This is an optimization exercise on Yosys and OpenROAD, whose aim is small area, not a production implementation.
The RTL was checked by simulation tests, not by an equivalence proof against the original design.
Power figures rest on the tool's default switching activity, not on a simulated workload.

### flow/design.v
`timescale 1ns/1ns
module rr_arbiter (
    input  logic [1:0] p,
    input  logic       held,
    input  logic [2:0] vm,           
    input  logic [2:0] rsp_rdy,      
    input  logic       rsp_vld,      
    output logic [2:0] hold,         
    output logic [2:0] sel,          
    output logic       req_vld,      
    output logic       rsp_rdy_o,    
    output logic [1:0] p_nxt,
    output logic       held_nxt
);
    logic       p00;                 
    logic       rsp_rdy_n, fire_n, busy_n, req_vld_n;
    logic [2:0] r, x, y;
    g_nor2  u_p00 (.a(p[0]), .b(p[1]), .y(p00));
    g_and2  u_h0  (.a(held), .b(p[0]), .y(hold[0]));
    g_and2  u_h1  (.a(held), .b(p[1]), .y(hold[1]));
    g_and2  u_h2  (.a(held), .b(p00),  .y(hold[2]));
    req_bit u_rr  (.sel(hold), .d_n(rsp_rdy), .q(rsp_rdy_n));
    g_inv   u_rri (.a(rsp_rdy_n), .y(rsp_rdy_o));
    g_nand2 u_fir (.a(rsp_vld), .b(rsp_rdy_o), .y(fire_n));
    g_nand2 u_bsy (.a(held), .b(fire_n), .y(busy_n));
    for (genvar m = 0; m < 3; m++) begin : g_r
        g_o21a u_r (.a1(busy_n), .a2(hold[m]), .b1(vm[m]), .y(r[m]));
    end
    g_o21ai u_x0 (.a1(r[1]), .a2(r[2]), .b1(p[0]), .y(x[0]));
    g_nand2 u_y0 (.a(p[1]), .b(r[2]), .y(y[0]));
    g_and3  u_s0 (.a(r[0]), .b(x[0]), .c(y[0]), .y(sel[0]));
    g_o21ai u_x1 (.a1(r[0]), .a2(r[2]), .b1(p[1]), .y(x[1]));
    g_nand2 u_y1 (.a(p00), .b(r[0]), .y(y[1]));
    g_and3  u_s1 (.a(r[1]), .b(x[1]), .c(y[1]), .y(sel[1]));
    g_o21ai u_x2 (.a1(r[0]), .a2(r[1]), .b1(p00), .y(x[2]));
    g_nand2 u_y2 (.a(p[0]), .b(r[1]), .y(y[2]));
    g_and3  u_s2 (.a(r[2]), .b(x[2]), .c(y[2]), .y(sel[2]));
    g_nor3  u_rvn (.a(r[0]), .b(r[1]), .c(r[2]), .y(req_vld_n));
    g_inv   u_rv  (.a(req_vld_n), .y(req_vld));
    g_a21o  u_pn0 (.a1(req_vld_n), .a2(p[0]), .b1(sel[0]), .y(p_nxt[0]));
    g_a21o  u_pn1 (.a1(req_vld_n), .a2(p[1]), .b1(sel[1]), .y(p_nxt[1]));
    g_nand2 u_hn  (.a(req_vld_n), .b(busy_n), .y(held_nxt));
endmodule
`timescale 1ns/1ns
module g_inv (input logic a, output logic y);
    assign y = ~a;
endmodule
module g_and2 (input logic a, b, output logic y);
    assign y = a & b;
endmodule
module g_and3 (input logic a, b, c, output logic y);
    assign y = a & b & c;
endmodule
module g_and3b (input logic a_n, b, c, output logic y);
    assign y = ~a_n & b & c;
endmodule
module g_nand2 (input logic a, b, output logic y);
    assign y = ~(a & b);
endmodule
module g_nand3 (input logic a, b, c, output logic y);
    assign y = ~(a & b & c);
endmodule
module g_nand2b (input logic a_n, b, output logic y);
    assign y = ~(~a_n & b);
endmodule
module g_nor2 (input logic a, b, output logic y);
    assign y = ~(a | b);
endmodule
module g_nor3 (input logic a, b, c, output logic y);
    assign y = ~(a | b | c);
endmodule
module g_nor3b (input logic a, b, c_n, output logic y);
    assign y = ~a & ~b & c_n;
endmodule
module g_o21a (input logic a1, a2, b1, output logic y);
    assign y = (a1 | a2) & b1;
endmodule
module g_o21ai (input logic a1, a2, b1, output logic y);
    assign y = ~((a1 | a2) & b1);
endmodule
module g_a21o (input logic a1, a2, b1, output logic y);
    assign y = (a1 & a2) | b1;
endmodule
`timescale 1ns/1ns
module req_bit (
    input  logic [2:0] sel,
    input  logic [2:0] d_n,
    output logic       q
);
    assign q = ~(|(sel & d_n));
endmodule
`timescale 1ns/1ns
module rsp_bit (
    input  logic [3:0] sel,
    input  logic [3:0] d,
    input  logic       f_n,
    output logic       q
);
    logic lo_n, hi_n;
    req_bit u_lo (.sel(sel[2:0]), .d_n(d[2:0]), .q(lo_n));
    g_nand2 u_hi (.a(sel[3]), .b(d[3]), .y(hi_n));
    g_nand3 u_or (.a(lo_n), .b(hi_n), .c(f_n), .y(q));
endmodule
module rsp_bit2 (
    input  logic [3:0] sel,
    input  logic [3:0] d,
    output logic       q
);
    logic lo_n, hi_n;
    req_bit u_lo (.sel(sel[2:0]), .d_n(d[2:0]), .q(lo_n));
    g_nand2 u_hi (.a(sel[3]), .b(d[3]), .y(hi_n));
    g_nand2 u_or (.a(lo_n), .b(hi_n), .y(q));
endmodule
`timescale 1ns/1ns
module bus_fab_top #(
    parameter int MST_NUM = 3,
    parameter int SLV_NUM = 4
) (
    input  logic                  clk,
    input  logic                  rst_n,
    input  logic [MST_NUM-1:0]    mst_req_vld,
    output logic [MST_NUM-1:0]    mst_req_rdy,
    input  logic [MST_NUM*69-1:0] mst_req,
    output logic [MST_NUM-1:0]    mst_rsp_vld,
    input  logic [MST_NUM-1:0]    mst_rsp_rdy,
    output logic [MST_NUM*34-1:0] mst_rsp,
    output logic [SLV_NUM-1:0]    slv_req_vld,
    input  logic [SLV_NUM-1:0]    slv_req_rdy,
    output logic [SLV_NUM*69-1:0] slv_req,
    input  logic [SLV_NUM-1:0]    slv_rsp_vld,
    output logic [SLV_NUM-1:0]    slv_rsp_rdy,
    input  logic [SLV_NUM*34-1:0] slv_rsp
);
    localparam int REQ_W = 69;
    localparam int RSP_W = 34;
    localparam int REG_LSB = 36 + 28;
    logic [2*SLV_NUM-1:0] ptr;       
    logic [SLV_NUM-1:0]   held;
    logic [MST_NUM-1:0]   fault_r;
    logic [2*SLV_NUM-1:0] ptr_nxt;
    logic [SLV_NUM-1:0]   held_nxt;
    logic [MST_NUM-1:0]   fault_nxt;
    logic [SLV_NUM*MST_NUM-1:0] hold;   
    logic [SLV_NUM*MST_NUM-1:0] sel;    
    logic [SLV_NUM*MST_NUM-1:0] vm;     
    logic [MST_NUM-1:0] mapped_vld, mapped_n, fault_n, fault_set_n;
    for (genvar m = 0; m < MST_NUM; m++) begin : g_mc
        localparam int A = m*REQ_W + REG_LSB;
        logic [SLV_NUM-1:0] sel_m, hold_m;
        for (genvar s = 0; s < SLV_NUM; s++) begin : g_t
            assign sel_m[s]  = sel[s*MST_NUM + m];
            assign hold_m[s] = hold[s*MST_NUM + m];
        end
        g_nor3b u_mv  (.a(mst_req[A+3]), .b(mst_req[A+2]), .c_n(mst_req_vld[m]), .y(mapped_vld[m]));
        g_nor3b u_vm0 (.a(mst_req[A+1]), .b(mst_req[A+0]), .c_n(mapped_vld[m]), .y(vm[0*MST_NUM + m]));
        g_and3b u_vm1 (.a_n(mst_req[A+1]), .b(mst_req[A+0]), .c(mapped_vld[m]), .y(vm[1*MST_NUM + m]));
        g_and3b u_vm2 (.a_n(mst_req[A+0]), .b(mst_req[A+1]), .c(mapped_vld[m]), .y(vm[2*MST_NUM + m]));
        g_and3  u_vm3 (.a(mst_req[A+1]), .b(mst_req[A+0]), .c(mapped_vld[m]), .y(vm[3*MST_NUM + m]));
        g_nor2  u_mn  (.a(mst_req[A+3]), .b(mst_req[A+2]), .y(mapped_n[m]));
        rsp_bit u_rdy (.sel(sel_m), .d(slv_req_rdy), .f_n(mapped_n[m]), .q(mst_req_rdy[m]));
        g_inv   u_fn  (.a(fault_r[m]), .y(fault_n[m]));
        rsp_bit u_vld (.sel(hold_m), .d(slv_rsp_vld), .f_n(fault_n[m]), .q(mst_rsp_vld[m]));
        g_nand2b u_fs (.a_n(mapped_n[m]), .b(mst_req_vld[m]), .y(fault_set_n[m]));
        g_o21ai  u_fx (.a1(fault_n[m]), .a2(mst_rsp_rdy[m]), .b1(fault_set_n[m]), .y(fault_nxt[m]));
        for (genvar b = 0; b < RSP_W; b++) begin : g_b
            if (b == 32) begin : g_f
                rsp_bit u_bit (
                    .sel (hold_m),
                    .d   ({slv_rsp[3*RSP_W + b], slv_rsp[2*RSP_W + b],
                           slv_rsp[1*RSP_W + b], slv_rsp[b]}),
                    .f_n (fault_n[m]),
                    .q   (mst_rsp[m*RSP_W + b])
                );
            end else begin : g_d
                rsp_bit2 u_bit (
                    .sel (hold_m),
                    .d   ({slv_rsp[3*RSP_W + b], slv_rsp[2*RSP_W + b],
                           slv_rsp[1*RSP_W + b], slv_rsp[b]}),
                    .q   (mst_rsp[m*RSP_W + b])
                );
            end
        end
    end
    for (genvar s = 0; s < SLV_NUM; s++) begin : g_arb
        rr_arbiter u_arb (
            .p         (ptr[2*s +: 2]),
            .held      (held[s]),
            .vm        (vm[s*MST_NUM +: MST_NUM]),
            .rsp_rdy   (mst_rsp_rdy),
            .rsp_vld   (slv_rsp_vld[s]),
            .hold      (hold[s*MST_NUM +: MST_NUM]),
            .sel       (sel[s*MST_NUM +: MST_NUM]),
            .req_vld   (slv_req_vld[s]),
            .rsp_rdy_o (slv_rsp_rdy[s]),
            .p_nxt     (ptr_nxt[2*s +: 2]),
            .held_nxt  (held_nxt[s])
        );
    end
    logic [MST_NUM*REQ_W-1:0] mst_req_n;
    for (genvar i = 0; i < MST_NUM*REQ_W; i++) begin : g_inv
        if (i % REQ_W < REG_LSB || i % REQ_W >= REG_LSB + 4) begin : g_b
            g_inv u_inv (.a(mst_req[i]), .y(mst_req_n[i]));
        end else begin : g_r
            assign mst_req_n[i] = 1'b0;
        end
    end
    for (genvar s = 0; s < SLV_NUM; s++) begin : g_slv
        for (genvar b = 0; b < REQ_W; b++) begin : g_b
            if (b >= REG_LSB && b < REG_LSB + 4) begin : g_reg
                assign slv_req[s*REQ_W + b] = 1'(s >> (b - REG_LSB));
            end else begin : g_mux
                req_bit u_bit (
                    .sel (sel[s*MST_NUM +: MST_NUM]),
                    .d_n ({mst_req_n[2*REQ_W + b], mst_req_n[1*REQ_W + b], mst_req_n[b]}),
                    .q   (slv_req[s*REQ_W + b])
                );
            end
        end
    end
    always_ff @(posedge clk or negedge rst_n) begin
        if (!rst_n) begin
            ptr     <= '0;
            held    <= '0;
            fault_r <= '0;
        end else begin
            ptr     <= ptr_nxt;
            held    <= held_nxt;
            fault_r <= fault_nxt;
        end
    end
endmodule
### flow/flow/run.sh
#!/bin/bash
# The standard layout, with every port buffered by a buf_1 instead of the
# default delay buffer, and the pins placed bit slice by bit slice around
# the die (flow/pins.tcl).
set -euo pipefail
export BUFFER_PORTS_ARGS="-buffer_cell sky130_fd_sc_hd__buf_1"
export IO_CONSTRAINTS="$PWD/flow/pins.tcl"
bash standard.sh > standard.log 2>&1
### flow/flow/pins.tcl
# Pin placement: the ports are laid out around the die edge bit slice by bit
# slice, so the cells of a slice sit next to its pins. Order along the edge
# (counterclockwise from the bottom left corner): the control pins, the
# request slices (bit b of each master's request, then bit b of each slave's
# request; region bits first), then the response slices (bit b of each
# slave's response, then of each master's response).

set pins {}
foreach m {0 1 2} {
  lappend pins "mst_req_vld\[$m\]" "mst_req_rdy\[$m\]" "mst_rsp_vld\[$m\]" "mst_rsp_rdy\[$m\]"
}
lappend pins clk rst_n
foreach s {0 1 2 3} {
  lappend pins "slv_req_vld\[$s\]" "slv_req_rdy\[$s\]" "slv_rsp_vld\[$s\]" "slv_rsp_rdy\[$s\]"
}
set req_bits {67 66 65 64}
for {set b 0} {$b < 64} {incr b} { lappend req_bits $b }
lappend req_bits 68
foreach b $req_bits {
  foreach m {0 1 2} { lappend pins "mst_req\[[expr {$m * 69 + $b}]\]" }
  foreach s {0 1 2 3} { lappend pins "slv_req\[[expr {$s * 69 + $b}]\]" }
}
for {set b 0} {$b < 34} {incr b} {
  foreach s {0 1 2 3} { lappend pins "slv_rsp\[[expr {$s * 34 + $b}]\]" }
  foreach m {0 1 2} { lappend pins "mst_rsp\[[expr {$m * 34 + $b}]\]" }
}

set block [ord::get_db_block]
set die [$block getDieArea]
set W [ord::dbu_to_microns [$die xMax]]
set H [ord::dbu_to_microns [$die yMax]]
set n [llength $pins]

# pins per side in proportion to the side's tracks at two-track spacing:
# met2 (pitch 0.46) on the bottom and top, met3 (pitch 0.68) on the sides
set cap_h [expr {$W / 0.92}]
set cap_v [expr {$H / 1.36}]
set tot [expr {2 * $cap_h + 2 * $cap_v}]
set n_b [expr {int(round($n * $cap_h / $tot))}]
set n_r [expr {int(round($n * $cap_v / $tot))}]
set n_t $n_b
set n_l [expr {$n - $n_b - $n_r - $n_t}]
set margin 4.0

proc snap {pos offset pitch} {
  return [expr {$offset + round(($pos - $offset) / $pitch) * $pitch}]
}

set i 0
foreach p $pins {
  if {$i < $n_b} {
    set k $i
    set x [snap [expr {$margin + ($k + 0.5) * ($W - 2 * $margin) / $n_b}] 0.23 0.46]
    place_pin -pin_name $p -layer met2 -location [list $x 0] -pin_size {0.14 0.485} -force_to_die_boundary
  } elseif {$i < $n_b + $n_r} {
    set k [expr {$i - $n_b}]
    set y [snap [expr {$margin + ($k + 0.5) * ($H - 2 * $margin) / $n_r}] 0.34 0.68]
    place_pin -pin_name $p -layer met3 -location [list $W $y] -pin_size {0.8 0.3} -force_to_die_boundary
  } elseif {$i < $n_b + $n_r + $n_t} {
    set k [expr {$i - $n_b - $n_r}]
    set x [snap [expr {$W - $margin - ($k + 0.5) * ($W - 2 * $margin) / $n_t}] 0.23 0.46]
    place_pin -pin_name $p -layer met2 -location [list $x $H] -pin_size {0.14 0.485} -force_to_die_boundary
  } else {
    set k [expr {$i - $n_b - $n_r - $n_t}]
    set y [snap [expr {$H - $margin - ($k + 0.5) * ($H - 2 * $margin) / $n_l}] 0.34 0.68]
    place_pin -pin_name $p -layer met3 -location [list 0 $y] -pin_size {0.8 0.3} -force_to_die_boundary
  }
  incr i
}
puts "pins.tcl: placed $i pins ($n_b bottom, $n_r right, $n_t top, $n_l left)"
### flow/standard.sh
#!/bin/bash
# synth_recipe.tcl (not shown) runs the flow's synth.tcl, then flattens the netlist and writes it again
# the make line also repeats each setting of config.mk as NAME=value (left out here)
make -C /OpenROAD-flow-scripts/flow DESIGN_CONFIG=/design/flow/config.mk WORK_HOME=/design/flow/orfs CLKGATE_MAP_FILE= SYNTH_SCRIPT=/design/flow/synth_recipe.tcl "${@:-finish}"
### flow/config.mk
export PLATFORM = sky130hd
export DESIGN_NAME = bus_fab_top
export DESIGN_NICKNAME = bus_fab_top
export VERILOG_FILES = /design/flow/design.v
export SDC_FILE = /design/flow/constraint.sdc
export NUM_CORES = 4
export LEC_CHECK = 0
export CAP_MARGIN = 20
export CORE_AREA = 5 5 225 225
export DIE_AREA = 0 0 230 230
export PLACE_DENSITY = 0.6
export SLEW_MARGIN = 20
export SYNTH_HIERARCHICAL = 1
### flow/constraint.sdc
create_clock -name core_clock -period 10.0 [get_ports {clk}]
set_input_delay 2.0000 -clock core_clock [delete_from_list [all_inputs] [get_ports {clk}]]
set_output_delay 2.0000 -clock core_clock [all_outputs]
set_load 0.01 [all_outputs]
==> results.sh, run 1 <==
export IMPL_clockBufferDepth=2
export IMPL_holdPathEnd="fault_r[1]$_DFF_PN0_"
export IMPL_cp_max_fo=67
export IMPL_grt_pass1_wl_mm=55.6
export IMPL_grt_max_degree=68
export IMPL_finalPower_w=0.00144
export IMPL_cts_setup_buffers=0
export IMPL_worstSetupStartpointType="input pin"
export IMPL_grt_pass1_vias=11400
export IMPL_min_path_cells=2
export IMPL_criticalPathCategory="input pin to output pin"
export IMPL_worst_pin_slew_ns=0.898
export IMPL_worst_r2r_endpoint="ptr[5]$_DFF_PN0_"
export IMPL_nets=2059
export IMPL_wirelength_mm=37.1
export IMPL_hold_buffers=0
export IMPL_drive_above_1_share_pct=2.88
export IMPL_pin_count=0
export IMPL_die_h_um=230
export IMPL_synth_compound_area_share_pct=60.6
export IMPL_whs_ns=0.537
export IMPL_muxShareOfSynthArea_pct=0
export IMPL_r2r_cells=12
export IMPL_num_vias=12500
export IMPL_layout_commonest_cell="buf_1"
export IMPL_rrSetupSlack_ns=7.15
export IMPL_skew_ns=0.00575
export IMPL_maxCapViolCount=0
export IMPL_synthAdderAreaFrac_pct=0
export IMPL_worstReg2RegStart="ptr[5]$_DFF_PN0_"
export IMPL_detail_route_iter0_violations=2511
export IMPL_regArea_um2=375
export IMPL_outcome="no timing/DRC/antenna violations"
export IMPL_antenna_found_initial=0
export IMPL_synth_top_family_by_area="compound AO/OA/AOI/OAI gates"
export IMPL_area_growth_pct=57.2
export IMPL_gp_congestion=0.846
export IMPL_p_leak_nw=3.93
export IMPL_io_buffers=734
export IMPL_core_um2=47800
export IMPL_slew_violations=0
export IMPL_crit_start="mst_rsp_rdy[0]"
export IMPL_die_area_um2=52900
export IMPL_postRouteAntennaNets=0
export IMPL_cts_sinks=15
export IMPL_powerDensity_nw_per_um2=141
export IMPL_rsz0062_at_grt="no"
export IMPL_drt_pass1_iter_count=14
export IMPL_syn_area_per_cell_um2=6.94
export IMPL_synthCells=939
export IMPL_cts_htree_levels=1
export IMPL_fin_cells=2314
export IMPL_dp_hpwl_mm=27.6
export IMPL_tns_ns=0
export IMPL_antenna_cells=0
export IMPL_core_rowCount=80
export IMPL_wire_per_inst_um=16.0
export IMPL_start_util_pct=13.6
export IMPL_multi_input_area_um2=5320
export IMPL_routed_via_density=5.39
export IMPL_cts_buffers=3
export IMPL_async_flop_share_pct=100
export IMPL_hold_start="fault_r[1]$_DFF_PN0_"
export IMPL_ys_warn_count=7
export IMPL_max_slew_margin_pct=40.1
export IMPL_hp_class="flip-flop to flip-flop"
export IMPL_dp_cells=2310
export IMPL_post_route_period_util_pct=65.3
export IMPL_final_cell_mix="buf_1 (734), a222oi_1 (372), nand2_1 (231)"
export IMPL_period_needed_ns=6.53
export IMPL_grt_overflow=0
export IMPL_hold_viol=0
export IMPL_setup_viol=0
export IMPL_insertion_delay_ns=0.25
export IMPL_end_kind="output pin"
export IMPL_synth_cell_types=17
export IMPL_clk_pin_slew_worst_paths_ns=0.05
export IMPL_cts_tree="yes"
export IMPL_root_buffer="clkbuf_16"
export IMPL_cts_resized=0
export IMPL_drc_errors=0
export IMPL_track_usage_pct=11.6
export IMPL_arrival_ns=4.53
export IMPL_die_w_um=230
export IMPL_required_ns=8.00
export IMPL_ys_flop_type="dfrtp_1"
export IMPL_syn_cell_area_um2=6520
export IMPL_yosysSeqAreaShare_pct=5.76
export IMPL_fillerInstances=5509
export IMPL_synth_simple_gate_area_share_pct=19.8
export IMPL_postLayoutCoreUtil_pct=21.4
export IMPL_synth_ff_latch_count=15
export IMPL_synth_edf_count=0
export IMPL_ir_drop_mv=0.148
export IMPL_fmax_ghz=0.153
export IMPL_synth_xor_area_share_pct=0
routing by layer:
metal	vias to the layer above	global-route usage, %	wire [um]
li1	5678	-	-
met1	5775	13.7	13200
met2	962	22.5	19200
met3	49	1.17	4180
met4	0	2.78	506
met5	-	0	0
worst max-delay path: stages:
cell,delay (ns)
buf_1,0.15
a222oi_1,0.33
inv_1,0.09
nand2_1,0.08
nand2_1,0.11
o21a_1,0.25
o21ai_1,0.14
and3_2,0.17
buf_4,0.56
a222oi_1,0.29
nand3_1,0.15
buf_1,0.18
sequential cells by signal, indices dropped and copies added, names as in the netlist:
register	flops
held	4
ptr	8
fault_r	3
synthesized netlist by cell type (7+ instances only):
library cell	count	area (um2)
dfrtp_1	15	375
a222oi_1	372	3720
buf_4	16	120
o21ai_1	15	75.1
and2_1	12	75.1
o21a_1	12	90.1
a21o_1	8	60.1
nor2_1	7	26.3
nand3_1	9	45.0
and3_1	15	93.8
nand2_1	231	867
inv_1	206	773
metrics by stage:
stage | worst slack, ns | instance area, um2
6_report | 3.47 | 10200
5_1_grt | 3.24 | 10200
4_1_cts | 3.48 | 10200
3_5_place_dp | 3.49 | 10200
3_3_place_gp | 3.55 | 10200
2_1_floorplan | 3.34 | 6570
final cells by class:
| cell class | instances | share of cell area, % |
|---|---|---|
| clock buffers | 4 | 0.769 |
| well taps | 615 | 7.51 |
| flip-flops and latches | 15 | 3.66 |
| inverters | 206 | 7.54 |
| repair buffers | 758 | 28.6 |
| multi-input cells | 716 | 51.9 |
kinds of logic after synthesis:
kind of cell / count (synthesis)
AOI/OAI and AO/OA: 407
buffers and inverters: 222
DFF: 15
other: 2
and+or+nand+nor: 293
where the power goes:
group	switching, W	internal, W	total [W]
Clock	0.0000249	0.0000540	0.0000789
Sequential	0.0000273	0.0000845	0.000112
Combinational	0.000814	0.000436	0.00125
per-module statistics from Yosys (local to each module, per instance), excerpt:
| module | copies in the design | cells inside | flops+latches |
|---|---|---|---|
| req_bit | 372 | 1 | 0 |
| g_nand2 | 231 | 1 | 0 |
| g_nor3b | 6 | 1 | 0 |
| g_nor2 | 7 | 1 | 0 |
| g_o21a | 12 | 1 | 0 |
| g_nor3 | 4 | 1 | 0 |
| bus_fab_top | 1 | 33 | 15 |
| g_nand3 | 9 | 1 | 0 |
| g_nand2b | 3 | 1 | 0 |
| g_a21o | 8 | 1 | 0 |
| g_inv | 206 | 1 | 0 |
| g_and2 | 12 | 1 | 0 |
| g_and3b | 6 | 1 | 0 |
worst max-delay path by stage:
stage / to / slack [ns] / cells after the start
3_5_place_dp: mst_req_rdy[1] / 3.49 / 12
4_1_cts: mst_req_rdy[1] / 3.48 / 12
6_report: mst_req_rdy[0] / 3.47 / 12
2_1_floorplan: mst_req_rdy[1] / 3.34 / 9
3_3_place_gp: mst_req_rdy[1] / 3.55 / 12
5_1_grt: mst_req_rdy[0] / 3.24 / 12
==> run 2, diff against run 1 <==
--- a/flow/config.mk
+++ b/flow/config.mk
@@ -7,7 +7,8 @@
 export LEC_CHECK = 0
 export CAP_MARGIN = 20
+export CELL_PAD_IN_SITES_DETAIL_PLACEMENT = 1
 export CORE_AREA = 5 5 225 225
 export DIE_AREA = 0 0 230 230
-export PLACE_DENSITY = 0.6
+export PLACE_DENSITY = 0.45
 export SLEW_MARGIN = 20
 export SYNTH_HIERARCHICAL = 1
==> run 2 against run 1 <==
Net effect: critical endpoint is now slv_req[249]; via count rose by 4.6%; wire length rose by 30%; sequential share of layout area barely moved; still clean.
==> results.sh, run 2 <==
export IMPL_cts_buffers=3
export IMPL_postLayoutSetupSlackWorst_ns=3.37
export IMPL_top_register="ptr"
export IMPL_slew_violations=0
export IMPL_hold_viol=0
export IMPL_track_usage_pct=15.7
export IMPL_core_rowCount=80
export IMPL_post_route_period_util_pct=66.3
export IMPL_hp_class="flip-flop to flip-flop"
export IMPL_worstSetupStartpointType="input pin"
export IMPL_insertion_delay_ns=0.25
export IMPL_powerDensity_nw_per_um2=147
export IMPL_grt_pass1_vias=13700
export IMPL_syn_cell_area_um2=6520
export IMPL_cts_sinks=15
export IMPL_criticalPathCategory="input pin to output pin"
export IMPL_synth_common_cells="a222oi_1 (372), nand2_1 (231), inv_1 (206)"
export IMPL_final_cell_mix="buf_1 (733), a222oi_1 (372), nand2_1 (231)"
export IMPL_pin_count=0
export IMPL_wire_per_inst_um=20.8
export IMPL_yosysSeqAreaShare_pct=5.76
export IMPL_fillerInstances=6303
export IMPL_core_um2=47800
export IMPL_antenna_found_initial=0
export IMPL_tns_ns=0
export IMPL_end_kind="output pin"
export IMPL_clock_power_share_pct=5.3
export IMPL_cts_tree="yes"
export IMPL_power_frac_comb_pct=87.2
export IMPL_root_buffer="clkbuf_16"
export IMPL_yosysMostFrequentCell="a222oi_1"
export IMPL_worst_pin_slew_ns=0.966
export IMPL_cts_resized=0
export IMPL_period_needed_ns=6.63
export IMPL_dp_hpwl_mm=34.9
export IMPL_rsz0062_at_grt="no"
export IMPL_synth_top_area_share_pct=57.1
export IMPL_power_switching_w=0.000936
export IMPL_drt_pass1_iter_count=13
export IMPL_maxCapViolCount=0
export IMPL_skew_ns=0.00956
export IMPL_drive_above_1_share_pct=3.00
export IMPL_whs_ns=0.525
export IMPL_clockBufferDepth=2
export IMPL_detail_route_iter0_violations=2024
export IMPL_largest_register_ffs=8
export IMPL_synth_cell_types=17
export IMPL_gp_congestion=0.861
export IMPL_antenna_cells=0
export IMPL_die_w_um=230
export IMPL_seqPwrFrac_pct=7.5
export IMPL_pre_cts_slack_ns=3.39
export IMPL_cp_max_fo=67
export IMPL_hold_buffers=0
export IMPL_postRouteAntennaNets=0
export IMPL_ys_warn_count=7
export IMPL_area_growth_pct=57.3
export IMPL_grt_pass1_wl_mm=71.9
export IMPL_wirelength_mm=48.2
export IMPL_grt_overflow=0
export IMPL_synthCells=939
export IMPL_switching_share_pct=62.0
export IMPL_die_h_um=230
export IMPL_synth_ff_latch_count=15
export IMPL_synth_edf_count=0
export IMPL_clk_pin_slew_worst_paths_ns=0.05
export IMPL_layout_commonest_cell="buf_1"
export IMPL_outcome="no timing/DRC/antenna violations"
export IMPL_grt_max_degree=68
export IMPL_ir_drop_mv=0.136
export IMPL_finalPower_w=0.00151
export IMPL_max_slew_margin_pct=35.6
export IMPL_cts_htree_levels=1
export IMPL_arrival_ns=4.63
export IMPL_setup_viol=0
export IMPL_required_ns=8.00
export IMPL_die_area_um2=52900
export IMPL_cts_setup_buffers=0
export IMPL_num_vias=13000
export IMPL_p_int_w=0.000574
export IMPL_routed_via_density=5.63
export IMPL_p_leak_nw=3.93
export IMPL_synth_top_area_cell="a222oi_1"
export IMPL_io_buffers=734
export IMPL_nets=2059
export IMPL_fmax_ghz=0.151
export IMPL_start_util_pct=13.6
export IMPL_async_flop_share_pct=100
export IMPL_ys_flop_type="dfrtp_1"
export IMPL_syn_area_per_cell_um2=6.94
export IMPL_reg_top3="ptr: 8 flops, held: 4 flops, fault_r: 3 flops"
export IMPL_synth_area_top_cells="a222oi_1 (57%), nand2_1 (13%), inv_1 (12%), dfrtp_1 (5.8%), buf_4 (1.8%)"
export IMPL_drc_errors=0
==> run 2: changes by cell type in the layout (fill, tap and decap cells not counted) <==
cell and change:
clkbuf_2 +1, clkinv_2 +1, buf_1 -1, clkbuf_1 -1
==> run 2: power by group through the flow <==
stage / combinational [W] / sequential [W] / clock [W]
6_report: 0.00132 / 0.000113 / 0.0000795
5_1_grt: 0.00142 / 0.000117 / 0.0000846
4_1_cts: 0.00131 / 0.000113 / 0.0000826
3_5_place_dp: 0.00130 / 0.000113 / 0
3_3_place_gp: 0.00128 / 0.000111 / 0
2_1_floorplan: 0.000764 / 0.000103 / 0
==> run 2: cell type report <==
cell class	instances	area, um2	area share (%)
Clock buffer	3	75.1	0.732
Timing Repair Buffer	758	2940	28.6
Multi-Input combinational cell	716	5320	51.9
Tap cell	615	769	7.51
Inverter	206	773	7.54
Sequential cell	15	375	3.66
Clock inverter	1	5.00	0.0488
==> run 2: critical path: stages <==
cell and delay, ns:
buf_1 0.14, a222oi_1 0.34, inv_1 0.10, nand2_1 0.08
nand2_1 0.11, o21a_1 0.25, o21ai_1 0.13, and3_2 0.16
buf_4 0.66, a222oi_1 0.32, buf_1 0.21
==> run 2: Yosys stat by module (local to each module, per instance), a selection <==
module,cells inside,flops+latches,area [um2],copies in the design
g_a21o,1,0,7.51,8
g_and2,1,0,6.26,12
g_and3,1,0,6.26,15
g_nand2,1,0,3.75,231
g_nand3,1,0,5.00,9
g_nor3,1,0,10.0,4
g_o21a,1,0,7.51,12
req_bit,1,0,10.0,372
==> run 2: logic make-up after synthesis <==
group           share of synthesized area [%]
other cells                             0.115
buf+inv                                  13.7
simple gates                             19.8
compound gates                           60.6
flops                                    5.76
==> run 2: metal layers <==
layer	global-route usage, %	wire, um	vias to the layer above
met5	0	0	-
met4	5.57	1300	0
met3	2.36	4200	120
met2	31.0	25400	881
met1	16.8	17300	6359
li1	-	-	5672
==> run 2: worst paths after layout <==
| check | from | cells after the start | slack (ns) | to |
|---|---|---|---|---|
| max | mst_rsp_rdy[0] | 11 | 3.37 | slv_req[249] |
| min | fault_r[1]$_DFF_PN0_ | 2 | 0.52 | fault_r[1]$_DFF_PN0_ |
| max reg2reg | ptr[1]$_DFF_PN0_ | 12 | 7.03 | ptr[1]$_DFF_PN0_ |
| min reg2reg | fault_r[1]$_DFF_PN0_ | 2 | 0.52 | fault_r[1]$_DFF_PN0_ |
| max in group asynchronous | rst_n | 1 | 7.96 | ptr[3]$_DFF_PN0_ |
| min in group asynchronous | rst_n | 1 | 1.70 | fault_r[2]$_DFF_PN0_ |
==> run 2: metrics by stage <==
step / cell area, um2 / instances / util (%)
floorplan: 6570 / 953 / -
global placement: 10200 / 2310 / 21.3
detailed placement: 10200 / 2310 / 21.3
CTS: 10300 / 2314 / 21.4
global route: 10300 / 2314 / 21.4
finish: 10300 / 2314 / 21.4
==> run 3, diff against run 2 <==
--- a/flow/design.v
+++ b/flow/design.v
@@ -69,7 +69,4 @@
 module g_nor3 (input logic a, b, c, output logic y);
     assign y = ~(a | b | c);
-endmodule
-module g_nor3b (input logic a, b, c_n, output logic y);
-    assign y = ~a & ~b & c_n;
 endmodule
 module g_o21a (input logic a1, a2, b1, output logic y);
@@ -144,5 +141,5 @@
     logic [SLV_NUM*MST_NUM-1:0] sel;    
     logic [SLV_NUM*MST_NUM-1:0] vm;     
-    logic [MST_NUM-1:0] mapped_vld, mapped_n, fault_n, fault_set_n;
+    logic [MST_NUM-1:0] mapped, mapped_vld, region0, fault_n, fault_set_n;
     for (genvar m = 0; m < MST_NUM; m++) begin : g_mc
         localparam int A = m*REQ_W + REG_LSB;
@@ -152,14 +149,15 @@
             assign hold_m[s] = hold[s*MST_NUM + m];
         end
-        g_nor3b u_mv  (.a(mst_req[A+3]), .b(mst_req[A+2]), .c_n(mst_req_vld[m]), .y(mapped_vld[m]));
-        g_nor3b u_vm0 (.a(mst_req[A+1]), .b(mst_req[A+0]), .c_n(mapped_vld[m]), .y(vm[0*MST_NUM + m]));
+        g_nor2  u_mn  (.a(mst_req[A+3]), .b(mst_req[A+2]), .y(mapped[m]));
+        g_and2  u_mv  (.a(mst_req_vld[m]), .b(mapped[m]), .y(mapped_vld[m]));
+        g_nor2  u_r0  (.a(mst_req[A+1]), .b(mst_req[A+0]), .y(region0[m]));
+        g_and2  u_vm0 (.a(region0[m]), .b(mapped_vld[m]), .y(vm[0*MST_NUM + m]));
         g_and3b u_vm1 (.a_n(mst_req[A+1]), .b(mst_req[A+0]), .c(mapped_vld[m]), .y(vm[1*MST_NUM + m]));
         g_and3b u_vm2 (.a_n(mst_req[A+0]), .b(mst_req[A+1]), .c(mapped_vld[m]), .y(vm[2*MST_NUM + m]));
         g_and3  u_vm3 (.a(mst_req[A+1]), .b(mst_req[A+0]), .c(mapped_vld[m]), .y(vm[3*MST_NUM + m]));
-        g_nor2  u_mn  (.a(mst_req[A+3]), .b(mst_req[A+2]), .y(mapped_n[m]));
-        rsp_bit u_rdy (.sel(sel_m), .d(slv_req_rdy), .f_n(mapped_n[m]), .q(mst_req_rdy[m]));
+        rsp_bit u_rdy (.sel(sel_m), .d(slv_req_rdy), .f_n(mapped[m]), .q(mst_req_rdy[m]));
         g_inv   u_fn  (.a(fault_r[m]), .y(fault_n[m]));
         rsp_bit u_vld (.sel(hold_m), .d(slv_rsp_vld), .f_n(fault_n[m]), .q(mst_rsp_vld[m]));
-        g_nand2b u_fs (.a_n(mapped_n[m]), .b(mst_req_vld[m]), .y(fault_set_n[m]));
+        g_nand2b u_fs (.a_n(mapped[m]), .b(mst_req_vld[m]), .y(fault_set_n[m]));
         g_o21ai  u_fx (.a1(fault_n[m]), .a2(mst_rsp_rdy[m]), .b1(fault_set_n[m]), .y(fault_nxt[m]));
         for (genvar b = 0; b < RSP_W; b++) begin : g_b
--- a/flow/config.mk
+++ b/flow/config.mk
@@ -9,4 +9,5 @@
 export CELL_PAD_IN_SITES_DETAIL_PLACEMENT = 1
 export CORE_AREA = 5 5 225 225
+export CTS_BUF_LIST = sky130_fd_sc_hd__clkbuf_8
 export DIE_AREA = 0 0 230 230
 export PLACE_DENSITY = 0.45
==> run 3 against run 2 <==
Net effect: clock-buffer cell count is the same; design area is 0.46% lower; hold slack better by 0.016 ns; global-route usage fell by 0.073 points; non-clock buffer count grew 1; critical path type unchanged; sequential power hardly changed; first-iteration DRC count increased by 7.2%; final cell count rose by 0.17%; synthesized cell count is 0.32% higher; still clean on timing, DRC and antenna; wire length is 1.8% lower; clock power down 35%; register-to-register slack better by 0.20 ns.
==> results.sh, run 3 <==
export IMPL_outcome="no timing/DRC/antenna violations"
export IMPL_tns_ns=0
export IMPL_die_area_um2=52900
export IMPL_hp_class="flip-flop to flip-flop"
export IMPL_syn_area_per_cell_um2=6.89
export IMPL_area_growth_pct=57.2
export IMPL_finalPower_w=0.00148
export IMPL_pre_cts_slack_ns=3.32
export IMPL_placed_area_um2=10100
export IMPL_grt_overflow=0
export IMPL_synth_cell_types=16
export IMPL_ir_drop_mv=0.115
export IMPL_synthCells=942
export IMPL_muxShareOfSynthArea_pct=0
export IMPL_hold_viol=0
export IMPL_cts_tree="yes"
export IMPL_postLayoutSetupSlackWorst_ns=3.37
export IMPL_end_kind="output pin"
export IMPL_core_um2=47800
export IMPL_min_path_cells=2
export IMPL_clockBufferDepth=2
export IMPL_yosysSeqAreaShare_pct=5.78
export IMPL_cts_buffers=3
export IMPL_top_register="ptr"
export IMPL_root_buffer="clkbuf_8"
export IMPL_drive_above_1_share_pct=2.58
export IMPL_criticalPathCategory="input pin to output pin"
export IMPL_cts_htree_levels=1
export IMPL_clk_pin_slew_worst_paths_ns=0.07
export IMPL_cts_resized=0
export IMPL_worst_pin_slew_ns=0.950
export IMPL_rrSetupSlack_ns=7.23
export IMPL_final_cell_mix="buf_1 (734), a222oi_1 (372), nand2_1 (231)"
export IMPL_io_buffers=734
export IMPL_synth_top_family_by_area="compound AO/OA/AOI/OAI gates"
export IMPL_regArea_um2=375
export IMPL_postRouteAntennaNets=0
export IMPL_dp_cells=2313
export IMPL_core_rowCount=80
export IMPL_required_ns=8.00
export IMPL_period_needed_ns=6.63
export IMPL_holdPathEnd="fault_r[1]$_DFF_PN0_"
export IMPL_ys_flop_type="dfrtp_1"
export IMPL_detail_route_iter0_violations=2170
export IMPL_hold_buffers=0
export IMPL_r2r_cells=11
export IMPL_ys_warn_count=7
export IMPL_synth_common_cells="a222oi_1 (372), nand2_1 (231), inv_1 (206)"
export IMPL_max_slew_margin_pct=36.7
export IMPL_die_w_um=230
export IMPL_drc_errors=0
export IMPL_synth_edf_count=0
export IMPL_hold_start="fault_r[1]$_DFF_PN0_"
export IMPL_yosysMostFrequentCell="a222oi_1"
export IMPL_cp_max_fo=66
export IMPL_grt_pass1_wl_mm=71.4
export IMPL_rsz0062_at_grt="no"
export IMPL_synth_top_area_cell="a222oi_1"
export IMPL_track_usage_pct=15.6
export IMPL_synth_area_top_cells="a222oi_1 (57%), nand2_1 (13%), inv_1 (12%), dfrtp_1 (5.8%), buf_4 (1.9%)"
export IMPL_maxCapViolCount=0
export IMPL_start_util_pct=13.6
export IMPL_layout_commonest_cell="buf_1"
export IMPL_p_leak_nw=3.93
export IMPL_num_vias=13000
export IMPL_fin_cells=2318
export IMPL_wirelength_mm=47.3
export IMPL_skew_ns=0.00236
export IMPL_synth_xor_area_share_pct=0
export IMPL_fillerInstances=6315
export IMPL_nets=2063
export IMPL_synth_compound_area_share_pct=60.8
export IMPL_cts_setup_buffers=0
export IMPL_setup_viol=0
export IMPL_slew_violations=0
export IMPL_worst_r2r_endpoint="ptr[5]$_DFF_PN0_"
export IMPL_dp_hpwl_mm=34.7
export IMPL_grt_max_degree=68
export IMPL_worstSetupStartpointType="input pin"
export IMPL_reg_top3="ptr: 8 flops, held: 4 flops, fault_r: 3 flops"
export IMPL_fmax_ghz=0.151
export IMPL_antenna_cells=0
export IMPL_worstReg2RegStart="ptr[5]$_DFF_PN0_"
export IMPL_antenna_found_initial=0
export IMPL_syn_cell_area_um2=6490
export IMPL_async_flop_share_pct=100
export IMPL_synthAdderAreaFrac_pct=0
export IMPL_grt_pass1_vias=13700
export IMPL_wire_per_inst_um=20.4
export IMPL_gp_congestion=0.862
export IMPL_drt_pass1_iter_count=15
export IMPL_largest_register_ffs=8
export IMPL_post_route_period_util_pct=66.3
export IMPL_insertion_delay_ns=0.25
export IMPL_synth_top_area_share_pct=57.4
export IMPL_arrival_ns=4.63
export IMPL_multi_input_area_um2=5290
export IMPL_pin_count=0
export IMPL_powerDensity_nw_per_um2=145
export IMPL_fin_area_um2=10200
export IMPL_synth_simple_gate_area_share_pct=19.5
export IMPL_cts_sinks=15
export IMPL_die_h_um=230
export IMPL_synth_ff_latch_count=15
export IMPL_routed_via_density=5.62
[run 3: worst max-delay path by stage]
stage                   startpoint             end  slack, ns
finish              mst_rsp_rdy[0]  mst_req_rdy[2]       3.37
global route        mst_rsp_rdy[0]  mst_req_rdy[1]       3.10
floorplan           mst_rsp_rdy[0]  mst_req_rdy[1]       3.34
detailed placement  mst_rsp_rdy[0]  mst_req_rdy[1]       3.32
CTS                 mst_rsp_rdy[0]  mst_req_rdy[1]       3.32
global placement    mst_rsp_rdy[0]  mst_req_rdy[0]       3.47
[run 3: through the flow]
stage          hold WS [ns]  util [%]
2_1_floorplan         0.485         -
3_3_place_gp          0.518      21.2
3_5_place_dp          0.522      21.2
4_1_cts               0.541      21.3
5_1_grt               0.577      21.3
6_report              0.541      21.3
[run 3: modules after synthesis (local to each module, per instance), excerpt]
module / cells inside / flip-flops and latches
bus_fab_top: 33 / 15
req_bit: 1 / 0
g_o21a: 1 / 0
g_nand2: 1 / 0
g_nor2: 1 / 0
g_inv: 1 / 0
g_nand3: 1 / 0
[run 3: metal layers]
layer  share of wire (%)  up-vias  global-route usage, %
met1                  35     6283                   16.8
met4                 2.4        0                   6.26
met3                 9.5      107                   2.06
li1                    -     5674                      -
met2                  53      974                   30.6
met5                   0        -                      0
[run 3: cell families after synthesis]
logic type,after synthesis
other,2
buffers and inverters,222
and+or+nand+nor,296
DFF,15
AOI/OAI and AO/OA,407
[run 3: layout make-up]
type | count | share of cell area, %
clock buffer | 3 | 0.405
clock inverter | 1 | 0.0368
inverter | 206 | 7.58
multi-input combinational | 719 | 51.9
sequential | 15 | 3.68
tap | 615 | 7.54
timing repair buffer | 759 | 28.9
[run 3: worst max-delay path: stages]
cell and delay, ns:
buf_1 0.14, a222oi_1 0.36, inv_1 0.10, nand2_1 0.11
nand2_1 0.11, o21a_1 0.24, o21ai_1 0.13, and3_2 0.17
buf_4 0.66, a222oi_1 0.24, nand3_1 0.16, buf_1 0.18
[run 3: where the power goes]
group / internal, W / switching (W) / total (W)
clock network: 0.0000273 / 0.0000246 / 0.0000519
logic: 0.000436 / 0.000877 / 0.00131
registers: 0.0000843 / 0.0000269 / 0.000111
total: 0.000548 / 0.000928 / 0.00148
==> run 4, diff against run 3 <==
--- a/flow/config.mk
+++ b/flow/config.mk
@@ -9,5 +9,5 @@
 export CELL_PAD_IN_SITES_DETAIL_PLACEMENT = 1
 export CORE_AREA = 5 5 225 225
-export CTS_BUF_LIST = sky130_fd_sc_hd__clkbuf_8
+export CTS_BUF_LIST = sky130_fd_sc_hd__clkbuf_4
 export DIE_AREA = 0 0 230 230
 export PLACE_DENSITY = 0.45
==> run 4 against run 3 <==
Net effect: register-to-register slack gained 0.02 ns; synthesized cell count stayed put; die area stayed put; via count shrank 0.48%; clock skew up 0.0023 ns; global-route usage about the same; critical path depth stayed put; maximum frequency rose by 0.14%; utilization barely moved; first-iteration DRC count decreased by 3.2%; wire length decreased by 0.37%; combinational power about the same; critical path type unchanged.
==> results.sh, run 4 <==
export IMPL_cts_sinks=15
export IMPL_num_vias=13000
export IMPL_postLayoutSetupSlackWorst_ns=3.38
export IMPL_wirelength_mm=47.1
export IMPL_reg_top3="ptr: 8 flops, held: 4 flops, fault_r: 3 flops"
export IMPL_max_slew_margin_pct=36.5
export IMPL_clockBufferDepth=2
export IMPL_period_needed_ns=6.62
export IMPL_detail_route_iter0_violations=2101
export IMPL_root_buffer="clkbuf_4"
export IMPL_synth_area_top_cells="a222oi_1 (57%), nand2_1 (13%), inv_1 (12%), dfrtp_1 (5.8%), buf_4 (1.9%)"
export IMPL_slowest_stage="buf_4"
export IMPL_slew_violations=0
export IMPL_grt_max_degree=68
export IMPL_track_usage_pct=15.6
export IMPL_post_route_period_util_pct=66.2
export IMPL_required_ns=8.00
export IMPL_p_leak_nw=3.92
export IMPL_ir_drop_mv=0.114
export IMPL_fin_cells=2318
export IMPL_criticalPathCategory="input pin to output pin"
export IMPL_end_kind="output pin"
export IMPL_yosysMostFrequentCell="a222oi_1"
export IMPL_cts_resized=0
export IMPL_cts_setup_buffers=0
export IMPL_yosysSeqAreaShare_pct=5.78
export IMPL_hold_viol=0
export IMPL_start_util_pct=13.6
export IMPL_synth_cell_types=16
export IMPL_cp_max_fo=67
export IMPL_synth_top_area_share_pct=57.4
export IMPL_antenna_cells=0
export IMPL_grt_pass1_vias=13700
export IMPL_tns_ns=0
export IMPL_die_h_um=230
export IMPL_hp_class="flip-flop to flip-flop"
export IMPL_cts_htree_levels=1
export IMPL_rsz0062_at_grt="no"
export IMPL_synth_top_area_cell="a222oi_1"
export IMPL_synth_ff_latch_count=15
export IMPL_synthCells=942
export IMPL_maxCapViolCount=0
export IMPL_cp_cell_sequence="buf_1 -> a222oi_1 -> inv_1 -> nand2_1 -> nand2_1 -> o21a_1 -> o21ai_1 -> and3_2 -> buf_4 -> a222oi_1 -> nand3_1 -> buf_1"
export IMPL_ys_warn_count=7
export IMPL_met1_length_mm=16.7
export IMPL_gp_congestion=0.862
export IMPL_worst_pin_slew_ns=0.952
export IMPL_area_growth_pct=56.9
export IMPL_drive_above_1_share_pct=2.64
export IMPL_clk_pin_slew_worst_paths_ns=0.10
export IMPL_top_register="ptr"
export IMPL_layout_commonest_cell="buf_1"
export IMPL_worstSetupStartpointType="input pin"
export IMPL_final_cell_mix="buf_1 (734), a222oi_1 (372), nand2_1 (231)"
export IMPL_async_flop_share_pct=100
export IMPL_insertion_delay_ns=0.29
export IMPL_ys_flop_type="dfrtp_1"
export IMPL_syn_area_per_cell_um2=6.89
export IMPL_io_buffers=734
export IMPL_hold_buffers=0
export IMPL_antenna_found_initial=0
export IMPL_core_um2=47800
export IMPL_wl_met2_mm=25.1
export IMPL_dp_cells=2313
export IMPL_setup_viol=0
export IMPL_largest_register_ffs=8
export IMPL_synth_common_cells="a222oi_1 (372), nand2_1 (231), inv_1 (206)"
export IMPL_nets=2063
export IMPL_wl_met3_mm=4.22
export IMPL_powerDensity_nw_per_um2=144
export IMPL_core_rowCount=80
export IMPL_critPathTopFamily="buffers and inverters"
export IMPL_wire_per_inst_um=20.3
export IMPL_cts_tree="yes"
export IMPL_routed_via_density=5.60
export IMPL_syn_cell_area_um2=6490
export IMPL_grt_pass1_wl_mm=71.3
export IMPL_crit_buf_inv=4
export IMPL_drc_errors=0
export IMPL_synth_edf_count=0
export IMPL_pre_cts_slack_ns=3.32
export IMPL_arrival_ns=4.62
export IMPL_die_area_um2=52900
export IMPL_pin_count=0
export IMPL_grt_overflow=0
export IMPL_die_w_um=230
export IMPL_drt_pass1_iter_count=14
export IMPL_cts_buffers=3
export IMPL_skew_ns=0.00467
export IMPL_fmax_ghz=0.151
export IMPL_postRouteAntennaNets=0
export IMPL_outcome="no timing/DRC/antenna violations"
export IMPL_dp_hpwl_mm=34.7
export IMPL_top_layer_used="met4"
export IMPL_max_stage_delay_ns=0.61
[run 4: cell counts after synthesis]
No cell type changed its count.
[run 4: layout make-up]
| cell class | count | area [um2] |
|---|---|---|
| Multi-Input combinational cell | 719 | 5290 |
| Tap cell | 615 | 769 |
| Sequential cell | 15 | 375 |
| Timing Repair Buffer | 759 | 2950 |
| Fill cell | 6320 | 37700 |
| Clock buffer | 4 | 30.0 |
| Inverter | 206 | 773 |
[run 4: final timing paths]
check                                startpoint              endpoint  slack (ns)  cells past startpoint
min reg2reg                fault_r[1]$_DFF_PN0_  fault_r[1]$_DFF_PN0_        0.55                      2
min in group asynchronous                 rst_n  fault_r[0]$_DFF_PN0_        1.60                      1
max                              mst_rsp_rdy[0]        mst_req_rdy[0]        3.38                     12
max reg2reg                    ptr[5]$_DFF_PN0_      ptr[5]$_DFF_PN0_        7.25                     11
max in group asynchronous                 rst_n     held[2]$_DFF_PN0_        7.97                      2
min                        fault_r[1]$_DFF_PN0_  fault_r[1]$_DFF_PN0_        0.55                      2
[run 4: worst reg2reg max path: cells and delay by family, from the launching register on]
family          cells  cell delay (ns)
simple gates        5             0.68
compound gates      4             0.87
buf+inv             2             0.71
flops               1             0.44
[run 4: cells by family (layout without fill, tap and decap cells)]
group,count (synthesis),after routing,share of synthesized area [%]
flops,15,15,5.78
other cells,2,16,0.116
compound gates,407,407,60.8
buf+inv,222,969,13.8
simple gates,296,296,19.5
[run 4: report_power, final]
part	leakage, nW	switching (W)	internal [W]
Combinational	3.72	0.000878	0.000436
Sequential	0.186	0.0000273	0.0000841
Clock	0.0184	0.0000230	0.0000182
[run 4: Yosys stat by module, one instance, submodules excluded, excerpt]
module / cell area [um2] / copies in the design / flops+latches / cells
g_and2: 6.26 / 18 / 0 / 1
g_nor3: 10.0 / 4 / 0 / 1
req_bit: 10.0 / 372 / 0 / 1
g_nand2: 3.75 / 231 / 0 / 1
g_o21ai: 5.00 / 15 / 0 / 1
g_and3: 6.26 / 15 / 0 / 1
[run 4: layer usage]
metal,global-route usage [%],vias to the layer above
li1,-,5672
met1,16.8,6272
met3,2.08,99
met2,30.6,933
met4,6.16,0
met5,0,-
[run 4: per-stage QoR]
stage	hold slack, ns	util [%]	total power (W)	cell area, um2
CTS	0.550	21.3	0.00146	10200
global placement	0.518	21.2	0.00139	10100
finish	0.546	21.3	0.00147	10200
floorplan	0.485	-	0.000867	6550
global route	0.587	21.3	0.00158	10200
detailed placement	0.522	21.2	0.00141	10100
==> run 5, diff against run 4 <==
--- a/flow/design.v
+++ b/flow/design.v
@@ -79,4 +79,7 @@
     assign y = (a1 & a2) | b1;
 endmodule
+module g_o211ai (input logic a1, a2, b1, c1, output logic y);
+    assign y = ~((a1 | a2) & b1 & c1);
+endmodule
 `timescale 1ns/1ns
 module req_bit (
@@ -99,13 +102,26 @@
     g_nand3 u_or (.a(lo_n), .b(hi_n), .c(f_n), .y(q));
 endmodule
-module rsp_bit2 (
-    input  logic [3:0] sel,
-    input  logic [3:0] d,
-    output logic       q
-);
-    logic lo_n, hi_n;
-    req_bit u_lo (.sel(sel[2:0]), .d_n(d[2:0]), .q(lo_n));
-    g_nand2 u_hi (.a(sel[3]), .b(d[3]), .y(hi_n));
-    g_nand2 u_or (.a(lo_n), .b(hi_n), .y(q));
+module rsp_dbit (
+    input  logic [2:0] sel,
+    input  logic [2:0] d,
+    input  logic       sel3_n,
+    input  logic       d3_n,
+    output logic       q
+);
+    logic lo_n;
+    req_bit  u_lo (.sel(sel), .d_n(d), .q(lo_n));
+    g_o21ai  u_or (.a1(sel3_n), .a2(d3_n), .b1(lo_n), .y(q));
+endmodule
+module rsp_dbit_f (
+    input  logic [2:0] sel,
+    input  logic [2:0] d,
+    input  logic       sel3_n,
+    input  logic       d3_n,
+    input  logic       f_n,
+    output logic       q
+);
+    logic lo_n;
+    req_bit  u_lo (.sel(sel), .d_n(d), .q(lo_n));
+    g_o211ai u_or (.a1(sel3_n), .a2(d3_n), .b1(lo_n), .c1(f_n), .y(q));
 endmodule
 `timescale 1ns/1ns
@@ -141,4 +157,8 @@
     logic [SLV_NUM*MST_NUM-1:0] sel;    
     logic [SLV_NUM*MST_NUM-1:0] vm;     
+    logic [RSP_W-1:0] slv_rsp3_n;
+    for (genvar b = 0; b < RSP_W; b++) begin : g_r3n
+        g_inv u_inv (.a(slv_rsp[3*RSP_W + b]), .y(slv_rsp3_n[b]));
+    end
     logic [MST_NUM-1:0] mapped, mapped_vld, region0, fault_n, fault_set_n;
     for (genvar m = 0; m < MST_NUM; m++) begin : g_mc
@@ -161,19 +181,23 @@
         g_nand2b u_fs (.a_n(mapped[m]), .b(mst_req_vld[m]), .y(fault_set_n[m]));
         g_o21ai  u_fx (.a1(fault_n[m]), .a2(mst_rsp_rdy[m]), .b1(fault_set_n[m]), .y(fault_nxt[m]));
+        logic hold3_n;
+        g_inv u_h3n (.a(hold_m[3]), .y(hold3_n));
         for (genvar b = 0; b < RSP_W; b++) begin : g_b
             if (b == 32) begin : g_f
-                rsp_bit u_bit (
-                    .sel (hold_m),
-                    .d   ({slv_rsp[3*RSP_W + b], slv_rsp[2*RSP_W + b],
-                           slv_rsp[1*RSP_W + b], slv_rsp[b]}),
-                    .f_n (fault_n[m]),
-                    .q   (mst_rsp[m*RSP_W + b])
+                rsp_dbit_f u_bit (
+                    .sel    (hold_m[2:0]),
+                    .d      ({slv_rsp[2*RSP_W + b], slv_rsp[1*RSP_W + b], slv_rsp[b]}),
+                    .sel3_n (hold3_n),
+                    .d3_n   (slv_rsp3_n[b]),
+                    .f_n    (fault_n[m]),
+                    .q      (mst_rsp[m*RSP_W + b])
                 );
             end else begin : g_d
-                rsp_bit2 u_bit (
-                    .sel (hold_m),
-                    .d   ({slv_rsp[3*RSP_W + b], slv_rsp[2*RSP_W + b],
-                           slv_rsp[1*RSP_W + b], slv_rsp[b]}),
-                    .q   (mst_rsp[m*RSP_W + b])
+                rsp_dbit u_bit (
+                    .sel    (hold_m[2:0]),
+                    .d      ({slv_rsp[2*RSP_W + b], slv_rsp[1*RSP_W + b], slv_rsp[b]}),
+                    .sel3_n (hold3_n),
+                    .d3_n   (slv_rsp3_n[b]),
+                    .q      (mst_rsp[m*RSP_W + b])
                 );
             end
==> run 5 against run 4 <==
Net effect: still clean; clock skew grew 0.021 ns; maximum frequency grew 0.55%; synthesized cell count shrank 6.9%; clock power shrank 6.6%; total power shrank 2.7%; global-route usage shrank 0.69 points; utilization shrank 0.24 points; setup slack gained 0.036 ns; wire length shrank 3.5%; sequential share of layout area is essentially flat; highest routed layer unchanged.
==> results.sh, run 5 <==
export IMPL_outcome="no timing/DRC/antenna violations"
export IMPL_dp_hpwl_mm=33.6
export IMPL_largest_register_ffs=8
export IMPL_use_met1_pct=16.0
export IMPL_hold_viol=0
export IMPL_power_frac_comb_pct=89.4
export IMPL_synth_top_area_share_pct=58.2
export IMPL_synthCells=877
export IMPL_synth_cell_types=17
export IMPL_hold_buffers=0
export IMPL_syn_cell_area_um2=6390
export IMPL_met3_usage_pct=2.11
export IMPL_drc_errors=0
export IMPL_finalPower_w=0.00143
export IMPL_drive_above_1_share_pct=2.93
export IMPL_rsz0062_at_grt="no"
export IMPL_grt_pass1_vias=13300
export IMPL_nets=1997
export IMPL_end_kind="output pin"
export IMPL_area_growth_pct=57.6
export IMPL_grt_met2_usage_pct=29.2
export IMPL_postRouteAntennaNets=0
export IMPL_rrSetupSlack_ns=6.99
export IMPL_grt_overflow=0
export IMPL_cp_max_fo=67
export IMPL_track_usage_pct=15.0
export IMPL_antenna_cells=0
export IMPL_multi_input_area_um2=5050
export IMPL_seqPwrFrac_pct=7.9
export IMPL_cts_buffers=3
export IMPL_antenna_found_initial=0
export IMPL_required_ns=8.00
export IMPL_ys_flop_type="dfrtp_1"
export IMPL_fmax_ghz=0.152
export IMPL_cp_cell_sequence="buf_1 -> a222oi_1 -> inv_1 -> nand2_1 -> nand2_1 -> o21a_1 -> o21ai_1 -> and3_2 -> buf_4 -> a222oi_1 -> nand3_1 -> buf_1"
export IMPL_reg_top3="ptr: 8 flops, held: 4 flops, fault_r: 3 flops"
export IMPL_grt_max_degree=68
export IMPL_insertion_delay_ns=0.31
export IMPL_hp_class="flip-flop to flip-flop"
export IMPL_crit_buf_inv=4
export IMPL_routed_via_density=5.63
export IMPL_die_h_um=230
export IMPL_max_slew_margin_pct=36.7
export IMPL_max_stage_delay_ns=0.62
export IMPL_synth_area_top_cells="a222oi_1 (58%), inv_1 (14%), o21ai_1 (8.9%), dfrtp_1 (5.9%), buf_4 (1.9%)"
export IMPL_gp_congestion=0.866
export IMPL_clk_pin_slew_worst_paths_ns=0.12
export IMPL_cts_setup_buffers=0
export IMPL_drt_pass1_iter_count=12
export IMPL_synth_ff_latch_count=15
export IMPL_wirelength_mm=45.5
export IMPL_pin_count=0
export IMPL_synth_top_area_cell="a222oi_1"
export IMPL_grt_pass1_wl_mm=68.1
export IMPL_post_route_period_util_pct=65.8
export IMPL_root_buffer="clkbuf_4"
export IMPL_async_flop_share_pct=100
export IMPL_slew_violations=0
export IMPL_yosysMostFrequentCell="a222oi_1"
export IMPL_top_register="ptr"
export IMPL_worstSetupStartpointType="input pin"
export IMPL_die_w_um=230
export IMPL_layout_commonest_cell="buf_1"
export IMPL_detail_route_iter0_violations=2188
export IMPL_syn_area_per_cell_um2=7.29
export IMPL_start_util_pct=13.4
export IMPL_worst_pin_slew_ns=0.949
export IMPL_power_switching_w=0.000896
export IMPL_num_vias=12700
export IMPL_synth_edf_count=0
export IMPL_die_area_um2=52900
export IMPL_final_cell_mix="buf_1 (733), a222oi_1 (372), inv_1 (243)"
export IMPL_ys_warn_count=7
export IMPL_p_leak_nw=3.60
export IMPL_core_rowCount=80
export IMPL_maxCapViolCount=0
export IMPL_wire_per_inst_um=20.2
export IMPL_skew_ns=0.0257
export IMPL_core_um2=47800
export IMPL_period_needed_ns=6.58
export IMPL_powerDensity_nw_per_um2=142
export IMPL_switching_share_pct=62.7
export IMPL_ir_drop_mv=0.121
export IMPL_tns_ns=0
export IMPL_cts_htree_levels=1
export IMPL_critPathTopFamily="buffers and inverters"
export IMPL_clockBufferDepth=2
export IMPL_cts_sinks=15
export IMPL_arrival_ns=4.58
export IMPL_synth_common_cells="a222oi_1 (372), inv_1 (243), o21ai_1 (114)"
export IMPL_yosysSeqAreaShare_pct=5.87
export IMPL_setup_viol=0
export IMPL_clock_power_share_pct=2.7
export IMPL_p_int_w=0.000532
export IMPL_io_buffers=734
export IMPL_criticalPathCategory="input pin to output pin"
export IMPL_cts_tree="yes"
export IMPL_regArea_um2=375
export IMPL_fillerInstances=6221
export IMPL_cts_resized=0
export IMPL_slowest_stage="buf_4"
export IMPL_top_usage_layer="met2"
run 5: per-module statistics from Yosys (local to each module, per instance), a selection:
module	copies in the design	cells inside
g_o211ai	3	1
g_a21o	8	1
g_nand2b	3	1
g_o21ai	114	1
g_nand3	6	1
g_nand2	30	1
g_inv	243	1
g_nor2	10	1
run 5: path summary, 6_finish.rpt:
kind | endpoint | start | depth (start not counted)
worst max-delay path | mst_req_rdy[1] | mst_rsp_rdy[0] | 12
worst min-delay path | fault_r[1]$_DFF_PN0_ | fault_r[1]$_DFF_PN0_ | 2
worst max register to register | ptr[3]$_DFF_PN0_ | ptr[3]$_DFF_PN0_ | 12
worst min register to register | fault_r[1]$_DFF_PN0_ | fault_r[1]$_DFF_PN0_ | 2
max in group asynchronous | ptr[2]$_DFF_PN0_ | rst_n | 1
min in group asynchronous | fault_r[0]$_DFF_PN0_ | rst_n | 1
run 5: worst reg2reg max path: stages (launching register included):
cell and delay, ns:
dfrtp_1 0.44, nor2_1 0.10, and2_1 0.14, buf_4 0.27, a222oi_1 0.36, inv_1 0.09
nand2_1 0.10, nand2_1 0.11, o21a_1 0.25, o21ai_1 0.15, and3_2 0.17, buf_4 0.60
a21o_1 0.15
run 5: power by group through the flow:
stage	combinational, W	sequential (W)	clock [W]
global route	0.00137	0.000117	0.0000426
floorplan	0.000749	0.000103	0
detailed placement	0.00126	0.000112	0
finish	0.00128	0.000113	0.0000385
CTS	0.00127	0.000112	0.0000396
global placement	0.00125	0.000111	0
run 5: cell type report:
class,count,area share [%]
Multi-Input combinational cell,617,50.2
Timing Repair Buffer,758,29.1
Inverter,243,9.05
Tap cell,615,7.64
Sequential cell,15,3.73
Clock buffer,3,0.224
Clock inverter,1,0.0497
run 5: cell families (layout without fill, tap and decap cells):
family	Yosys count	count (layout)	share of synthesized area [%]
compound gates	509	509	70.1
buf+inv	259	1005	16.1
simple gates	92	92	7.79
flops	15	15	5.87
other cells	2	16	0.117
run 5: routing by layer:
metal / vias up / wire, um
met5: - / 0
met4: 0 / 1300
met3: 117 / 3960
met2: 907 / 23800
met1: 6110 / 16500
li1: 5553 / -
run 5: through the flow:
stage	util, %	std cells	area, um2	worst slack (ns)	hold WS [ns]
6_report	21.1	2252	10100	3.42	0.579
5_1_grt	21.1	2252	10100	3.16	0.609
4_1_cts	21.1	2252	10100	3.39	0.577
3_5_place_dp	21.0	2248	10000	3.40	0.545
3_3_place_gp	21.0	2248	10000	3.49	0.533
2_1_floorplan	-	891	6450	3.34	0.495
==> run 6, diff against run 5 <==
--- a/flow/config.mk
+++ b/flow/config.mk
@@ -9,5 +9,5 @@
 export CELL_PAD_IN_SITES_DETAIL_PLACEMENT = 1
 export CORE_AREA = 5 5 225 225
-export CTS_BUF_LIST = sky130_fd_sc_hd__clkbuf_4
+export CTS_BUF_LIST = sky130_fd_sc_hd__clkbuf_4 sky130_fd_sc_hd__clkbuf_8
 export DIE_AREA = 0 0 230 230
 export PLACE_DENSITY = 0.45
==> run 6 against run 5 <==
Net effect: total power increased by 0.60%; wire length decreased by 0.26%; sequential power about the same; design area rose by 0.19%; final cell count is the same; combinational power barely moved; first-iteration DRC count grew 3.1%; utilization barely moved; critical path type unchanged; largest cell class unchanged; largest power group unchanged; highest routed layer unchanged.
==> results.sh, run 6 <==
export IMPL_outcome="no timing/DRC/antenna violations"
export IMPL_die_area_um2=52900
export IMPL_arrival_ns=4.57
export IMPL_min_path_cells=2
export IMPL_gp_congestion=0.866
export IMPL_cts_setup_buffers=0
export IMPL_cts_sinks=15
export IMPL_grt_overflow=0
export IMPL_synth_area_top_cells="a222oi_1 (58%), inv_1 (14%), o21ai_1 (8.9%), dfrtp_1 (5.9%), buf_4 (1.9%)"
export IMPL_worst_pin_slew_ns=0.929
export IMPL_fmax_ghz=0.152
export IMPL_rrSetupSlack_ns=7.00
export IMPL_ys_warn_count=7
export IMPL_setup_viol=0
export IMPL_p_leak_nw=3.61
export IMPL_die_h_um=230
export IMPL_cts_htree_levels=1
export IMPL_core_um2=47800
export IMPL_max_slew_margin_pct=38.0
export IMPL_final_cell_mix="buf_1 (733), a222oi_1 (372), inv_1 (243)"
export IMPL_hold_start="fault_r[1]$_DFF_PN0_"
export IMPL_worstReg2RegStart="ptr[3]$_DFF_PN0_"
export IMPL_maxCapViolCount=0
export IMPL_syn_cell_area_um2=6390
export IMPL_cts_resized=0
export IMPL_die_w_um=230
export IMPL_num_vias=12600
export IMPL_pin_count=0
export IMPL_postLayoutSetupSlackWorst_ns=3.43
export IMPL_r2r_cells=12
export IMPL_ys_flop_type="dfrtp_1"
export IMPL_wirelength_mm=45.4
export IMPL_worstSetupStartpointType="input pin"
export IMPL_yosysSeqAreaShare_pct=5.87
export IMPL_hold_viol=0
export IMPL_synth_top_area_share_pct=58.2
export IMPL_rsz0062_at_grt="no"
export IMPL_drive_above_1_share_pct=2.93
export IMPL_cts_buffers=3
export IMPL_skew_ns=0.0111
export IMPL_postRouteAntennaNets=0
export IMPL_detail_route_iter0_violations=2255
export IMPL_grt_pass1_wl_mm=68.1
export IMPL_period_needed_ns=6.57
export IMPL_top_register="ptr"
export IMPL_post_route_period_util_pct=65.7
export IMPL_clockBufferDepth=2
export IMPL_synth_ff_latch_count=15
export IMPL_criticalPathCategory="input pin to output pin"
export IMPL_critPathTopFamily="buffers and inverters"
export IMPL_pre_cts_slack_ns=3.40
export IMPL_dp_hpwl_mm=33.6
export IMPL_crit_buf_inv=4
export IMPL_tns_ns=0
export IMPL_powerDensity_nw_per_um2=142
export IMPL_synthCells=877
export IMPL_slowest_stage="buf_4"
export IMPL_grt_max_degree=68
export IMPL_area_growth_pct=57.9
export IMPL_layout_commonest_cell="buf_1"
export IMPL_insertion_delay_ns=0.26
export IMPL_end_kind="output pin"
export IMPL_holdPathEnd="fault_r[1]$_DFF_PN0_"
export IMPL_routed_via_density=5.58
export IMPL_track_usage_pct=15.0
export IMPL_syn_area_per_cell_um2=7.29
export IMPL_root_buffer="clkbuf_8"
export IMPL_synth_top_area_cell="a222oi_1"
export IMPL_cp_max_fo=67
export IMPL_synth_common_cells="a222oi_1 (372), inv_1 (243), o21ai_1 (114)"
export IMPL_nets=1997
run 6: through the flow:
| stage | util, % | hold slack (ns) | total power [W] | cells |
|---|---|---|---|---|
| 4_1_cts | 21.1 | 0.566 | 0.00143 | 2252 |
| 3_5_place_dp | 21.0 | 0.545 | 0.00137 | 2248 |
| 6_report | 21.1 | 0.568 | 0.00144 | 2252 |
| 5_1_grt | 21.1 | 0.598 | 0.00155 | 2252 |
| 2_1_floorplan | - | 0.495 | 0.000852 | 891 |
| 3_3_place_gp | 21.0 | 0.533 | 0.00136 | 2248 |
run 6: tightest hold or removal path, delay by kind of cell, from the launching register on:
family	cells	cell delay, ns
buffers and inverters	1	0.07
AO/OA/AOI/OAI	1	0.13
flip-flops	1	0.32
run 6: Yosys stat by module (local to each module, per instance), a selection:
module | cells | flip-flops and latches | copies in the design
req_bit | 1 | 0 | 372
g_nor2 | 1 | 0 | 10
g_and3 | 1 | 0 | 15
g_o211ai | 1 | 0 | 3
g_o21ai | 1 | 0 | 114
g_nand2 | 1 | 0 | 30
g_nand3 | 1 | 0 | 6
g_inv | 1 | 0 | 243
g_and2 | 1 | 0 | 18
g_and3b | 1 | 0 | 6
bus_fab_top | 33 | 15 | 1
g_a21o | 1 | 0 | 8
g_nand2b | 1 | 0 | 3
g_nor3 | 1 | 0 | 4
run 6: logic make-up after synthesis:
family	Yosys count	synth area share [%]
DFF	15	5.87
buffers and inverters	259	16.1
and+or+nand+nor	92	7.79
AOI/OAI and AO/OA	509	70.1
other	2	0.117
run 6: worst max-delay path by stage:
stage	end	slack (ns)	cells past startpoint	start
floorplan	mst_req_rdy[1]	3.34	9	mst_rsp_rdy[0]
global placement	mst_req_rdy[1]	3.49	12	mst_rsp_rdy[0]
detailed placement	mst_req_rdy[2]	3.40	12	mst_rsp_rdy[0]
CTS	mst_req_rdy[0]	3.39	12	mst_rsp_rdy[0]
global route	mst_req_rdy[1]	3.16	12	mst_rsp_rdy[0]
finish	mst_req_rdy[1]	3.43	12	mst_rsp_rdy[0]
run 6: layout make-up:
cell class              instances  area, um2
clock buffers                   3       41.3
clock inverters                 1       5.00
fillers                      6217      37800
inverters                     243        912
multi-input cells             617       5050
flip-flops and latches         15        375
well taps                     615        769
repair buffers                758       2940
run 6: where the power goes:
group | total (W) | switching, W | internal [W] | leakage, nW
registers | 0.000112 | 0.0000281 | 0.0000843 | 0.186
logic | 0.00127 | 0.000839 | 0.000433 | 3.40
clock network | 0.0000517 | 0.0000240 | 0.0000277 | 0.0255
run 6: routing by layer:
metal  wire (um)  share of wire [%]  track usage, %
met1       16400                 36            16.0
met2       23800                 52            29.2
met3        3910                8.6            2.13
met4        1250                2.8            6.03
met5           0                  0               0

Re-timed with assumed drivers on the ports (clkbuf_16 on the clock, buf_2 on other inputs), run 6 has 3.386 ns of setup slack against 3.431 ns with ideal ports, and 3.386 ns once port delays also move by the mid clock arrival of 0.285 ns.
